This design comes from an exercise in tuning for small area, a short achievable clock period and few clock cycles per item on the open sky130 flow, not from production work.
RTL that was checked went through simulation tests only; none was proved equivalent to the original.
Power and IR drop assume default switching activity.

==> inputs of job 9667 <==
==> flow/design.v <==
module ela_stream_deinterlacer #(
  parameter int unsigned IMG_W  = 128,
  parameter int unsigned IMG_H  = 64,
  parameter int unsigned PIX_W  = 8,
  parameter int unsigned ADDR_W = 13
) (
  input  logic              clk,
  input  logic              rst,
  input  logic              ready,
  input  logic [1:0]        mode,
  input  logic [PIX_W-1:0]  in_data,
  output logic              req,
  output logic              wen,
  output logic [ADDR_W-1:0] addr,
  output logic [PIX_W-1:0]  data_wr,
  output logic              busy,
  output logic              done
);
  localparam int unsigned PW  = PIX_W;
  localparam int unsigned NW  = IMG_W;           
  localparam int unsigned TP  = NW - 3;          
  localparam int unsigned TI  = NW - 1;          
  localparam int unsigned M0  = 2;               
  localparam int unsigned SA  = TP - M0;         
  localparam logic [6:0]  D0  = 7'(128 - M0);    
  localparam int unsigned QB  = 3;               
  localparam int unsigned QN  = 1 << QB;
  localparam logic [3:0]  TH  = 4'(QN - 1);      
  localparam logic [3:0]  THR = 4'(QN - 2);      
  localparam logic [2:0] S_INIT = 3'd0, S_RECV = 3'd1, S_XFER = 3'd2, S_B = 3'd3, S_L = 3'd4,
                         S_END = 3'd5;
  logic [2:0] st;
  logic [4:0] rin;           
  logic [6:0] kin;           
  logic       deliv;
  logic       arr_q;
  logic [PW-1:0] in_q;
  logic       reqwant, committed, bad0, ins_last;
  logic       req_i;         
  logic       lastw;         
  logic [ADDR_W-1:0] addr_c;   
  logic [6:0] col, dph;
  logic [3:0] cnt;
  logic [1:0] mode_q;
  logic [PW*NW-1:0]     frg;    
  logic [PW*(NW+1)-1:0] rch;    
  logic [PW*QN-1:0] qf;
  logic [QB:0]      wp, rp;
  logic          v1, ela1;
  logic [PW-1:0] a1, s1a, s3a, df1, df2, df3;
  function automatic logic [PW-1:0] avg2(input logic [PW-1:0] a, input logic [PW-1:0] b);
    logic [PW:0] s;
    s = {1'b0, a} + {1'b0, b};
    avg2 = s[PW:1];
  endfunction
  function automatic logic [PW-1:0] absdiff(input logic [PW-1:0] a, input logic [PW-1:0] b);
    absdiff = (a > b) ? (a - b) : (b - a);
  endfunction
  logic [PW-1:0] um1, uc, up1, dm1, dc, dp1;
  assign up1 = frg[PW*(TP-1) +: PW];
  assign uc  = frg[PW*TP +: PW];
  assign um1 = frg[PW*(TP+1) +: PW];
  assign dp1 = rch[PW*(NW-2) +: PW];
  assign dc  = rch[PW*(NW-1) +: PW];
  assign dm1 = rch[PW*NW +: PW];
  logic phase_ok, ev_x, ev_b, ev_l, ev, sh, ins, item, a0ins, accept, set_req, reqwant_n, pop;
  assign phase_ok = (dph == 7'd0);
  assign ev_x  = (st == S_XFER) && phase_ok;
  assign ev_b  = (st == S_B) && phase_ok && (committed || (cnt <= TH));
  assign ev_l  = (st == S_L) && phase_ok && (cnt <= TH);
  assign ev    = ev_x | ev_b | ev_l;
  assign sh    = arr_q | ev_x | ev_b;
  assign ins   = ((ev_x | ev_b) && (col != 7'd0)) || ins_last;
  assign item  = arr_q | ev_b | ev_l;
  assign a0ins = arr_q && (rin == 5'd0);
  assign accept = req_i && ready;
  assign pop   = ready && (wp != rp);
  always_comb begin
    set_req = 1'b0;
    if (st == S_INIT) set_req = 1'b1;
    if (arr_q && !deliv && (rin == 5'd0) && !bad0) set_req = 1'b1;
    if (ev_x && (col == 7'd127)) set_req = 1'b1;
    if (ev_b && (col == 7'd125) && (rin != 5'd31) && (cnt <= THR)) set_req = 1'b1;
    if (ev_b && (col == 7'd127) && (rin != 5'd31) && !committed) set_req = 1'b1;
  end
  assign reqwant_n = (reqwant && !accept) || set_req;
  always_ff @(posedge clk) begin
    for (int i = 0; i < NW; i++) begin
      if (i == 0)
        frg[PW*i +: PW] <= frg[PW*(NW-1) +: PW];
      else if (i == TI && ins)
        frg[PW*i +: PW] <= dm1;
      else if (i == SA && a0ins)
        frg[PW*i +: PW] <= in_q;
      else
        frg[PW*i +: PW] <= frg[PW*(i-1) +: PW];
    end
  end
  always_ff @(posedge clk) begin
    if (sh) rch <= {rch[PW*NW-1:0], in_q};
  end
  always_ff @(posedge clk) begin
    mode_q <= mode;
    in_q   <= in_data;
  end
  always_ff @(posedge clk) begin
    if (arr_q) a1 <= in_q;
    else if (ev_l || (mode_q == 2'd2)) a1 <= uc;
    else a1 <= avg2(uc, dc);
    ela1 <= ev_b && (mode_q == 2'd1) && (col != 7'd0) && (col != 7'd127);
    df1  <= absdiff(um1, dp1);
    df2  <= absdiff(uc, dc);
    df3  <= absdiff(up1, dm1);
    s1a  <= avg2(um1, dp1);
    s3a  <= avg2(up1, dm1);
  end
  logic [PW-1:0] res;
  always_comb begin
    res = a1;
    if (ela1 && !((df2 <= df1) && (df2 <= df3))) res = (df1 <= df3) ? s1a : s3a;
  end
  always_ff @(posedge clk) begin
    if (v1) qf[PW*wp[QB-1:0] +: PW] <= res;
    data_wr <= qf[PW*rp[QB-1:0] +: PW];
    addr    <= addr_c;
  end
  logic [ADDR_W-1:0] addr_n;
  always_comb begin
    addr_n = addr_c + 1'b1;
    if (addr_c[6:0] == 7'd127) begin
      if (addr_c[12:7] == 6'd0) addr_n = {6'd2, 7'd0};
      else if (!addr_c[7]) addr_n = {addr_c[12:7] - 6'd1, 7'd0};
      else if (addr_c[12:7] == 6'd61) addr_n = {6'd63, 7'd0};
      else addr_n = {addr_c[12:7] + 6'd3, 7'd0};
    end
  end
  always_ff @(posedge clk) begin
    if (rst) begin
      st        <= S_INIT;
      rin       <= '0;
      kin       <= '0;
      deliv     <= 1'b0;
      arr_q     <= 1'b0;
      reqwant   <= 1'b0;
      committed <= 1'b0;
      bad0      <= 1'b0;
      ins_last  <= 1'b0;
      col       <= '0;
      dph       <= '0;
      cnt       <= '0;
      wp        <= '0;
      rp        <= '0;
      v1        <= 1'b0;
      req       <= 1'b0;
      req_i     <= 1'b0;
      wen       <= 1'b0;
      addr_c    <= '0;
      lastw     <= 1'b0;
      busy      <= 1'b0;
      done      <= 1'b0;
    end else begin
      reqwant <= reqwant_n;
      req     <= reqwant_n && ready;
      req_i   <= reqwant_n && ready;
      arr_q   <= deliv && ready;
      if (accept) begin
        deliv <= 1'b1;
        kin   <= '0;
      end else if (deliv && ready) begin
        kin <= kin + 1'b1;
        if (kin == 7'd127) deliv <= 1'b0;
      end
      if (deliv && !ready && (kin != 7'd0) && (rin == 5'd0)) bad0 <= 1'b1;
      v1  <= item;
      cnt <= cnt + {3'd0, item} - {3'd0, pop};
      if (v1) wp <= wp + 1'b1;
      if (pop) rp <= rp + 1'b1;
      wen   <= pop;
      if (pop) addr_c <= addr_n;
      lastw <= pop && (addr_c == 13'd8191);
      if (lastw) begin
        done <= 1'b1;
        busy <= 1'b0;
      end
      if (a0ins && (kin == 7'd1)) dph <= D0;
      else if (!ev) dph <= dph + 1'b1;
      if (ev) col <= col + 1'b1;
      ins_last <= (ev_x || ev_b) && (col == 7'd127);
      case (st)
        S_INIT: begin
          busy <= 1'b1;
          st   <= S_RECV;
        end
        S_RECV: begin
          if (arr_q) begin
            if (!deliv) begin
              if (rin == 5'd0) begin
                if (bad0) st <= S_XFER;
                else rin <= 5'd1;
              end else begin
                st <= S_B;
              end
            end
          end
        end
        S_XFER: begin
          if (ev_x && (col == 7'd127)) begin
            st  <= S_RECV;
            rin <= 5'd1;
          end
        end
        S_B: begin
          if (ev_b && (col == 7'd125) && (rin != 5'd31) && (cnt <= THR)) committed <= 1'b1;
          if (ev_b && (col == 7'd127)) begin
            committed <= 1'b0;
            if (rin == 5'd31) begin
              st <= S_L;
            end else begin
              st  <= S_RECV;
              rin <= rin + 1'b1;
            end
          end
        end
        S_L: begin
          if (ev_l && (col == 7'd127)) st <= S_END;
        end
        default: ;
      endcase
    end
  end
endmodule
==> flow/run.sh <==
#!/bin/bash
# synth_recipe.tcl (not shown) runs the flow's synth.tcl, then flattens the netlist and writes it again
# the make line also repeats each setting of config.mk as NAME=value (left out here)
make -C /OpenROAD-flow-scripts/flow DESIGN_CONFIG=/design/flow/config.mk WORK_HOME=/design/flow/orfs CLKGATE_MAP_FILE= SYNTH_SCRIPT=/design/flow/synth_recipe.tcl finish
==> flow/config.mk <==
export PLATFORM = sky130hd
export DESIGN_NAME = ela_stream_deinterlacer
export DESIGN_NICKNAME = ela_stream_deinterlacer
export VERILOG_FILES = /design/flow/design.v
export SDC_FILE = /design/flow/constraint.sdc
export NUM_CORES = 4
export LEC_CHECK = 0
export ABC_AREA = 1
export CAP_MARGIN = 20
export CORE_MARGIN = 2
export CORE_UTILIZATION = 70
export CTS_BUF_LIST = sky130_fd_sc_hd__clkbuf_16 sky130_fd_sc_hd__clkbuf_8
export CTS_CLUSTER_DIAMETER = 60
export CTS_CLUSTER_SIZE = 30
export SETUP_SLACK_MARGIN = 0.5
export SLEW_MARGIN = 20
==> flow/constraint.sdc <==
create_clock -name core_clock -period 12.0 [get_ports {clk}]
set_input_delay 2.4000 -clock core_clock [delete_from_list [all_inputs] [get_ports {clk}]]
set_output_delay 2.4000 -clock core_clock [all_outputs]
set_load 0.01 [all_outputs]
==> job 4837 (differences from job 9667) <==
--- a/flow/design.v
+++ b/flow/design.v
@@ -21,7 +21,8 @@
   localparam int unsigned TP  = NW - 3;          
   localparam int unsigned TI  = NW - 1;          
-  localparam int unsigned M0  = 2;               
-  localparam int unsigned SA  = TP - M0;         
-  localparam logic [6:0]  D0  = 7'(128 - M0);    
+  localparam int unsigned SA  = TP;              
+  localparam int unsigned NI  = 66;              
+  localparam logic [6:0]  PH0 = 7'd126;          
+  localparam logic [6:0]  RPH = 7'd125;          
   localparam int unsigned QB  = 3;               
   localparam int unsigned QN  = 1 << QB;
@@ -41,19 +42,65 @@
   logic [ADDR_W-1:0] addr_c;   
   logic [6:0] col, dph;
-  logic [3:0] cnt;
+  logic [3:0] cnt, cnt_n;
+  logic       ok_q, okr_q, ph0;    
+  logic [6:0] dph_n;
   logic [1:0] mode_q;
   logic [PW*NW-1:0]     frg;    
-  logic [PW*(NW+1)-1:0] rch;    
+  logic [PW*NW-1:0]     rrg;    
+  logic [6:0]           ph;     
+  logic [6:0]           ins_q;  
+  logic [6:0]           dins_q;  
+  logic                 dly_q;  
+  logic [PW-1:0]        in_qq;  
+  logic [6:0]           eidx;   
+  logic [PW-1:0]        edat;   
+  logic                 r0acc;  
   logic [PW*QN-1:0] qf;
   logic [QB:0]      wp, rp;
   logic          v1, ela1;
   logic [PW-1:0] a1, s1a, s3a, df1, df2, df3;
+  function automatic logic [PW:0] padd(input logic [PW-1:0] a, input logic [PW-1:0] b,
+                                       input logic ci);
+    logic [PW-1:0] g, p, g1, p1, g2, p2, g3;
+    logic [PW:0]   c;
+    g = a & b;
+    p = a ^ b;
+    g1 = g;
+    p1 = p;
+    for (int i = 1; i < PW; i++) begin
+      g1[i] = g[i] | (p[i] & g[i-1]);
+      p1[i] = p[i] & p[i-1];
+    end
+    g2 = g1;
+    p2 = p1;
+    for (int i = 2; i < PW; i++) begin
+      g2[i] = g1[i] | (p1[i] & g1[i-2]);
+      p2[i] = p1[i] & p1[i-2];
+    end
+    g3 = g2;
+    for (int i = 4; i < PW; i++) begin
+      g3[i] = g2[i] | (p2[i] & g2[i-4]);
+    end
+    c[0] = ci;
+    for (int i = 0; i < PW; i++) begin
+      c[i+1] = g3[i] | (((i < 4) ? p2[i] : (p2[i] & p2[(i < 4) ? 0 : i-4])) & ci);
+    end
+    padd = {c[PW], p ^ c[PW-1:0]};
+  endfunction
   function automatic logic [PW-1:0] avg2(input logic [PW-1:0] a, input logic [PW-1:0] b);
     logic [PW:0] s;
-    s = {1'b0, a} + {1'b0, b};
+    s = padd(a, b, 1'b0);
     avg2 = s[PW:1];
   endfunction
   function automatic logic [PW-1:0] absdiff(input logic [PW-1:0] a, input logic [PW-1:0] b);
-    absdiff = (a > b) ? (a - b) : (b - a);
+    logic [PW:0] ab, am;
+    ab = padd(a, ~b, 1'b1);
+    am = padd(a, ~b, 1'b0);
+    absdiff = ab[PW] ? ab[PW-1:0] : ~am[PW-1:0];
+  endfunction
+  function automatic logic le(input logic [PW-1:0] x, input logic [PW-1:0] y);
+    logic [PW:0] t;
+    t = padd(y, ~x, 1'b1);
+    le = t[PW];
   endfunction
   logic [PW-1:0] um1, uc, up1, dm1, dc, dp1;
@@ -61,14 +108,13 @@
   assign uc  = frg[PW*TP +: PW];
   assign um1 = frg[PW*(TP+1) +: PW];
-  assign dp1 = rch[PW*(NW-2) +: PW];
-  assign dc  = rch[PW*(NW-1) +: PW];
-  assign dm1 = rch[PW*NW +: PW];
-  logic phase_ok, ev_x, ev_b, ev_l, ev, sh, ins, item, a0ins, accept, set_req, reqwant_n, pop;
-  assign phase_ok = (dph == 7'd0);
+  assign dp1 = rrg[PW*(TP-1) +: PW];
+  assign dc  = rrg[PW*TP +: PW];
+  assign dm1 = rrg[PW*(TP+1) +: PW];
+  logic phase_ok, ev_x, ev_b, ev_l, ev, ins, item, a0ins, accept, set_req, reqwant_n, pop;
+  assign phase_ok = ph0;
   assign ev_x  = (st == S_XFER) && phase_ok;
-  assign ev_b  = (st == S_B) && phase_ok && (committed || (cnt <= TH));
-  assign ev_l  = (st == S_L) && phase_ok && (cnt <= TH);
+  assign ev_b  = (st == S_B) && phase_ok && (committed || ok_q);
+  assign ev_l  = (st == S_L) && phase_ok && ok_q;
   assign ev    = ev_x | ev_b | ev_l;
-  assign sh    = arr_q | ev_x | ev_b;
   assign ins   = ((ev_x | ev_b) && (col != 7'd0)) || ins_last;
   assign item  = arr_q | ev_b | ev_l;
@@ -79,10 +125,26 @@
     set_req = 1'b0;
     if (st == S_INIT) set_req = 1'b1;
-    if (arr_q && !deliv && (rin == 5'd0) && !bad0) set_req = 1'b1;
+    if (deliv && ready && (kin == 7'd127) && (rin == 5'd0) && !bad0) set_req = 1'b1;
     if (ev_x && (col == 7'd127)) set_req = 1'b1;
-    if (ev_b && (col == 7'd125) && (rin != 5'd31) && (cnt <= THR)) set_req = 1'b1;
+    if (ev_b && (col == 7'd125) && (rin != 5'd31) && okr_q) set_req = 1'b1;
     if (ev_b && (col == 7'd127) && (rin != 5'd31) && !committed) set_req = 1'b1;
   end
   assign reqwant_n = (reqwant && !accept) || set_req;
+  logic [3:0] cnt_a, cnt_b;
+  logic       ok_a, ok_b, okr_a, okr_b;
+  assign cnt_a = cnt + {3'd0, item};
+  assign cnt_b = cnt + {3'd0, item} - 4'd1;
+  assign ok_a  = (cnt_a <= TH);
+  assign ok_b  = (cnt_b <= TH);
+  assign okr_a = (cnt_a <= THR);
+  assign okr_b = (cnt_b <= THR);
+  assign cnt_n = pop ? cnt_b : cnt_a;
+  logic r0first;    
+  assign r0first = accept && !r0acc;
+  always_comb begin
+    if (r0first) dph_n = PH0;
+    else if (!ev) dph_n = dph + 1'b1;
+    else dph_n = dph;
+  end
   always_ff @(posedge clk) begin
     for (int i = 0; i < NW; i++) begin
@@ -97,10 +159,20 @@
     end
   end
-  always_ff @(posedge clk) begin
-    if (sh) rch <= {rch[PW*NW-1:0], in_q};
+  assign eidx = dly_q ? dins_q : ins_q;
+  assign edat = dly_q ? in_qq : in_q;
+  always_ff @(posedge clk) begin
+    for (int i = 0; i < NW; i++) begin
+      if ((((i - TP + NW) % NW) < NI) && ((((i - TP + NW) % NW) % 2) == 1) &&
+          (arr_q || dly_q) && (eidx == 7'(i)))
+        rrg[PW*i +: PW] <= edat;
+      else
+        rrg[PW*i +: PW] <= rrg[PW*((i + NW - 1) % NW) +: PW];
+    end
   end
   always_ff @(posedge clk) begin
     mode_q <= mode;
     in_q   <= in_data;
+    in_qq  <= in_q;
+    dins_q <= ins_q + 1'b1;
   end
   always_ff @(posedge clk) begin
@@ -115,12 +187,18 @@
     s3a  <= avg2(up1, dm1);
   end
-  logic [PW-1:0] res;
+  logic [PW-1:0] res, rd;
   always_comb begin
     res = a1;
-    if (ela1 && !((df2 <= df1) && (df2 <= df3))) res = (df1 <= df3) ? s1a : s3a;
-  end
-  always_ff @(posedge clk) begin
-    if (v1) qf[PW*wp[QB-1:0] +: PW] <= res;
-    data_wr <= qf[PW*rp[QB-1:0] +: PW];
+    if (ela1 && !(le(df2, df1) && le(df2, df3))) res = le(df1, df3) ? s1a : s3a;
+    rd = qf[PW-1:0];
+    for (int i = 1; i < QN; i++) begin
+      if (rp[QB-1:0] == i) rd = qf[PW*i +: PW];
+    end
+  end
+  always_ff @(posedge clk) begin
+    for (int i = 0; i < QN; i++) begin
+      if (v1 && (wp[QB-1:0] == i)) qf[PW*i +: PW] <= res;
+    end
+    data_wr <= rd;
     addr    <= addr_c;
   end
@@ -142,4 +220,5 @@
       deliv     <= 1'b0;
       arr_q     <= 1'b0;
+      dly_q     <= 1'b0;
       reqwant   <= 1'b0;
       committed <= 1'b0;
@@ -149,4 +228,7 @@
       dph       <= '0;
       cnt       <= '0;
+      ok_q      <= 1'b1;
+      okr_q     <= 1'b1;
+      ph0       <= 1'b1;
       wp        <= '0;
       rp        <= '0;
@@ -154,4 +236,5 @@
       req       <= 1'b0;
       req_i     <= 1'b0;
+      r0acc     <= 1'b0;
       wen       <= 1'b0;
       addr_c    <= '0;
@@ -161,6 +244,10 @@
     end else begin
       reqwant <= reqwant_n;
-      req     <= reqwant_n && ready;
-      req_i   <= reqwant_n && ready;
+      req     <= reqwant_n && ready && (!r0acc || (ph == RPH));
+      req_i   <= reqwant_n && ready && (!r0acc || (ph == RPH));
+      if (accept) r0acc <= 1'b1;
+      ph      <= r0first ? PH0 : ph + 1'b1;
+      ins_q   <= 7'(TP + 2) + ph - kin;
+      dly_q   <= arr_q && (ins_q[0] == TP[0]);
       arr_q   <= deliv && ready;
       if (accept) begin
@@ -173,5 +260,7 @@
       if (deliv && !ready && (kin != 7'd0) && (rin == 5'd0)) bad0 <= 1'b1;
       v1  <= item;
-      cnt <= cnt + {3'd0, item} - {3'd0, pop};
+      cnt   <= cnt_n;
+      ok_q  <= pop ? ok_b : ok_a;
+      okr_q <= pop ? okr_b : okr_a;
       if (v1) wp <= wp + 1'b1;
       if (pop) rp <= rp + 1'b1;
@@ -183,6 +272,6 @@
         busy <= 1'b0;
       end
-      if (a0ins && (kin == 7'd1)) dph <= D0;
-      else if (!ev) dph <= dph + 1'b1;
+      dph <= dph_n;
+      ph0 <= (dph_n == 7'd0);
       if (ev) col <= col + 1'b1;
       ins_last <= (ev_x || ev_b) && (col == 7'd127);
@@ -211,5 +300,5 @@
         end
         S_B: begin
-          if (ev_b && (col == 7'd125) && (rin != 5'd31) && (cnt <= THR)) committed <= 1'b1;
+          if (ev_b && (col == 7'd125) && (rin != 5'd31) && okr_q) committed <= 1'b1;
           if (ev_b && (col == 7'd127)) begin
             committed <= 1'b0;
==> flow/flow/run.sh (new file) <==
#!/bin/bash
set -euo pipefail
MARGIN=$(cat flow/margin.txt 2>/dev/null || echo 8)
bash standard.sh SETUP_SLACK_MARGIN="$MARGIN" \
  "BUFFER_PORTS_ARGS=-buffer_cell sky130_fd_sc_hd__buf_2" finish > flow_make.log 2>&1
==> flow/flow/margin.txt (new file) <==
8.6
==> flow/standard.sh (new file) <==
#!/bin/bash
# synth_recipe.tcl (not shown) runs the flow's synth.tcl, then flattens the netlist and writes it again
# the make line also repeats each setting of config.mk as NAME=value (left out here)
make -C /OpenROAD-flow-scripts/flow DESIGN_CONFIG=/design/flow/config.mk WORK_HOME=/design/flow/orfs CLKGATE_MAP_FILE= SYNTH_SCRIPT=/design/flow/synth_recipe.tcl "${@:-finish}"
- ABC_AREA: 1 -> unset
- CTS_BUF_LIST: sky130_fd_sc_hd__clkbuf_16 sky130_fd_sc_hd__clkbuf_8 -> sky130_fd_sc_hd__clkbuf_16
- CTS_CLUSTER_DIAMETER: 60 -> 55
- CTS_CLUSTER_SIZE: 30 -> 26
- SETUP_SLACK_MARGIN: 0.5 -> unset
removed: flow/run.sh
==> results.txt <==
R2R cell count=10; die span in y=289 um; leading area contributor after synthesis=dfxtp_1; Antenna diodes=1; Cells after Synth=3957; grt met1 use=30.0%; row count=104; setup ws final=8460 ps; P_seq=0.00776 W; status=no timing/DRC/antenna violations; DRT Wirelength=101 mm
The numbers above come from job 4837.

==> results.txt <==
row count=111; DRT Wirelength=128 mm; Slew @ Worst Pin=1140 ps; die span in y=307 um; status=no timing/DRC/antenna violations; grt met1 use=37.3%; fmax=197 MHz; Antenna diodes=0; max reg flops=1032; leading area contributor after synthesis=edfxtp_1; Cells after Synth=3709
The numbers above come from job 9667.

Testbench counts of job 4837, summed over its fixed seeds: cycles 262,400, frames 32.
The RTL of job 9667 was laid out without a check of its function.

## separate check: timing with driven ports
How much do the figures lean on ideal ports? The routed layouts below were timed once more, with nothing changed but the port constraints.
Step 1 (the two cells are an assumption about what drives the block):
set clk [get_ports {clk}]
set_driving_cell -lib_cell sky130_fd_sc_hd__clkbuf_16 $clk
set_driving_cell -lib_cell sky130_fd_sc_hd__buf_2 [delete_from_list [all_inputs] $clk]
Step 2 adds t to the input delays and takes it off the output delays; t is the mean of the earliest and latest rising clock arrival at the registers after step 1. Input paths then give back, and output paths get back, about the clock's delay inside the block.
Slacks: no drivers / after step 1 / after step 2; pairs: no drivers / after step 1.
run	t (ns)	setup WS [ns]	worst setup path at the end	slew at the worst register clock pin (ns)	pins driven straight from the clock port
job 9667	0.803	6.924 / 6.924 / 6.852	input to register	0.12 / 0.12	1
job 4837	0.762	8.463 / 8.396 / 8.007	input to register	0.11 / 0.11	1
After both steps every run listed still meets setup and hold. For job 4837, which loses most, drivers alone change the setup slack by -0.067 ns; drivers and shift together by -0.456 ns.
